From an optimization exercise on the open Yosys and OpenROAD flow, aimed at small area and a short achievable clock period; shortcuts taken in it are not production practice. In this exercise RTL edits were held to simulation tests only and were not proved equivalent to the original.

## before
Design fft16, start of the top module:
module fft16 (
	input logic clk,
	input logic reset,
	input fft_pkg::sample_t realin,
	input fft_pkg::sample_t imagin,
	input logic startin,
	output fft_pkg::sample_t realout,
	output fft_pkg::sample_t imagout,
	output logic startout
);
clock: 11.0 ns
lec_check: 0
cap_margin: 20
core_margin: 2
core_utilization: 55
slew_margin: 20
standard.sh (not shown) runs the stock make flow with config.mk's settings and CLKGATE_MAP_FILE= SYNTH_SCRIPT=/design/flow/synth_recipe.tcl, a recipe that flattens the netlist after the stock synthesis.
==> flow/flow/run.sh <==
#!/bin/bash
# Standard layout, with timing repair aiming for more setup slack than the
# clock period needs. Each step's output also goes to orfs/logs.
set -euo pipefail
MARGIN=$(cat flow/margin.txt)
bash standard.sh synth > synth.log 2>&1
bash standard.sh SETUP_SLACK_MARGIN="$MARGIN" finish > layout.log 2>&1
==> flow/flow/margin.txt <==
7.6
before went all the way through the flow, and no timing, DRC or antenna check failed.
For after, these inputs were changed with respect to before:
-- flow/config.mk --
<<< before, line 11
>>> after, line 11
export CTS_CLUSTER_DIAMETER = 100
export CTS_CLUSTER_SIZE = 30
--- outcome ---
before -> after: total detailed-routing wirelength decreased by a few percent. Diff before..after | effective utilization at floorplan | unchanged. Area occupied by registers: after vs before, no meaningful difference. after -> before: vias per cell flat. Portion of the layout cell area used by clock cells in after is 4.6 points below before. The finished layout cell area reported for after is smaller than that of before by about 5%. Setup WNS before -> after: better. Diff before -> after: final critical-path required period moved down.

========
Setup of run 1:
Another version of the RTL of fft16 (not shown whole).
For scale: about 7100 cells after synthesis, about 1900 flip-flops, roughly 0.079 mm^2 of cells after synthesis.
Settings: LEC_CHECK=0, CAP_MARGIN=20, CORE_MARGIN=2, CORE_UTILIZATION=80, CTS_CLUSTER_DIAMETER=100, CTS_CLUSTER_SIZE=30, SLEW_MARGIN=20; clock period 11.0 ns.
==> flow/flow/margin.txt <==
7.7
Scripts as last shown in full above: flow/flow/run.sh
What run 2 does differently from run 1 at the input level:
- CORE_UTILIZATION now 55, was 80
--- outcome ---
No run among run 1 and run 2 stopped early or left any final violation; all are clean. Length of routed wiring on met1 was lower in the run labelled run 1. Design area sits higher in run 2 than in run 1. Non-clock buffer count down 15% in run 2 wrt run 1. Per the comparison of run 2 with run 1, worst setup slack now sits lower. Comparing run 1 and run 2, area enclosed by the die boundary is higher on run 2. Between run 1 and run 2, the difference in clock network latency to the later pin of the worst-skew pair is negligible.
Changes in run 3 relative to run 2:
- SETUP_SLACK_MARGIN now 5, previously not set
- CORE_UTILIZATION now 72, was 55
==> flow/run.sh (new file) <==
#!/bin/bash
# synth_recipe.tcl (not shown) runs the flow's synth.tcl, then flattens the netlist and writes it again
# the make line also repeats each setting of config.mk as NAME=value (left out here)
make -C /OpenROAD-flow-scripts/flow DESIGN_CONFIG=/design/flow/config.mk WORK_HOME=/design/flow/orfs CLKGATE_MAP_FILE= SYNTH_SCRIPT=/design/flow/synth_recipe.tcl finish
removed: flow/flow/run.sh
removed: flow/flow/margin.txt
removed: flow/standard.sh
Of run 3 and run 2, the run reporting the lower critical path data arrival time was run 2. The faster design of the two is run 2; run 3 tops out lower. Count of clock-buffer cells in the layout was higher in the run labelled run 2. Lower post-route clock period utilization goes to run 2 over run 3. Run 3 ended up with x2_im[0]$_DFF_P_ as its origin of the worst setup path; run 2 ended up with imagout[18]$_SDFF_PN0_. Run 3 against run 2: leftover overflow at the end of global routing did not really move; share of cell area taken by flip-flops and latches grew by 1.3 points.
## Diff of input files: run 4 against run 3
- clearing SETUP_SLACK_MARGIN, which used to be 5
==> flow/flow/run.sh (new file) <==
#!/bin/bash
# Standard layout, with timing repair aiming for more setup slack than the
# clock period needs. Each step's output also goes to orfs/logs.
set -euo pipefail
MARGIN=$(cat flow/margin.txt)
bash standard.sh synth > synth.log 2>&1
bash standard.sh SETUP_SLACK_MARGIN="$MARGIN" finish > layout.log 2>&1
==> flow/flow/margin.txt (new file) <==
7.75
==> flow/standard.sh (new file) <==
#!/bin/bash
# synth_recipe.tcl (not shown) runs the flow's synth.tcl, then flattens the netlist and writes it again
# the make line also repeats each setting of config.mk as NAME=value (left out here)
make -C /OpenROAD-flow-scripts/flow DESIGN_CONFIG=/design/flow/config.mk WORK_HOME=/design/flow/orfs CLKGATE_MAP_FILE= SYNTH_SCRIPT=/design/flow/synth_recipe.tcl "${@:-finish}"
removed: flow/run.sh
[summary]
Cell kind with the greatest summed area = sequential cells: run 3; cell kind with the greatest summed area = multi-input combinational cells: run 4. Run 4 against run 3: summed area of non-filler cells in the final layout increased about 3%, wire length of the first global-routing pass increased 6.8 mm, total standard cell area after synthesis essentially unchanged, hold slack increased 0.0048 ns, maximum number of pins on one net before global-route repair decreased 4. The launching instance or port of the critical path comes out x2_im[0]$_DFF_P_ in one run and realout[17]$_SDFF_PN0_ in the other, namely in run 3 and run 4 respectively. Highest layer used for signal routing: met4 -> run 3, met5 -> run 4.
--- input diff run 4..run 5 ---
- GPL_ROUTABILITY_DRIVEN now 0, previously not set
==> flow/flow/margin.txt <==
7.7
--- outcome ---
NOTE number of ordinary and repair buffers in the finished layout run 4->run 5 decreased by more than 10%. Summary of run 5 over run 4: maximum frequency decreased by 1.2 MHz relative to the old numbers, number of clock-tree buffers in the layout decreased by 4 relative to the old numbers. Run 4 → run 5: non-filler instance count after layout moved down, post-cts sizing count moved down, final worst setup slack moved down, flip-flop and latch count level. Between run 4 and run 5, the number of routed nets with antenna violations figures differ only marginally. Via count of the first global-routing pass: run 5 vs run 4 down about 0.9%.
For run 6, these inputs were changed with respect to run 5:
- GPL_ROUTABILITY_DRIVEN: 0 -> unset
- CORE_UTILIZATION: 72 -> 65
==> flow/flow/margin.txt <==
7.9
Summary: with run 5 as the reference, total wirelength of the detailed-routed design in run 6 moved up by a few percent. Delta (run 6 minus run 5): final cell count without fillers shows an increase of 302; post-route cell area shows an increase of 2.9%.

==> static timing again, ports no longer ideal <==
In the flow no input, the clock included, has a driving cell. The finished layouts below were timed again as built, in two steps.
Step 1 (the two cells are an assumption about what drives the block):
set clk [get_ports {clk}]
set_driving_cell -lib_cell sky130_fd_sc_hd__clkbuf_16 $clk
set_driving_cell -lib_cell sky130_fd_sc_hd__buf_2 [delete_from_list [all_inputs] $clk]
Step 2 times the ports against the registers' clock, not the clock port: input delays grow and output delays shrink by t, the midpoint of the rising clock arrivals with the driver on.
a / b / c = ideal / step 1 / step 2; a / b = the first two.
run | t (ns) | setup WS [ns] | hold slack, ns
before | 0.849 | 7.475 / 7.401 / 7.258 | 0.284 / 0.284 / 0.284
after | 0.779 | 7.522 / 7.443 / 7.292 | 0.302 / 0.302 / 0.302
run 1 | 0.772 | 7.620 / 7.544 / 7.358 | 0.324 / 0.324 / 0.324
run 2 | 0.772 | 7.588 / 7.518 / 7.427 | 0.315 / 0.315 / 0.315
run 3 | 0.777 | 7.111 / 7.108 / 7.026 | 0.301 / 0.301 / 0.301
run 4 | 0.782 | 7.633 / 7.558 / 7.407 | 0.305 / 0.305 / 0.305
run 5 | 0.764 | 7.620 / 7.548 / 7.366 | 0.308 / 0.308 / 0.308
run 6 | 0.766 | 7.654 / 7.577 / 7.322 | 0.315 / 0.315 / 0.315
After both steps every run listed still meets setup and hold. For run 6, which loses most, drivers alone change the setup slack by -0.077 ns; drivers and shift together by -0.332 ns. Setup slack includes reset recovery checks.
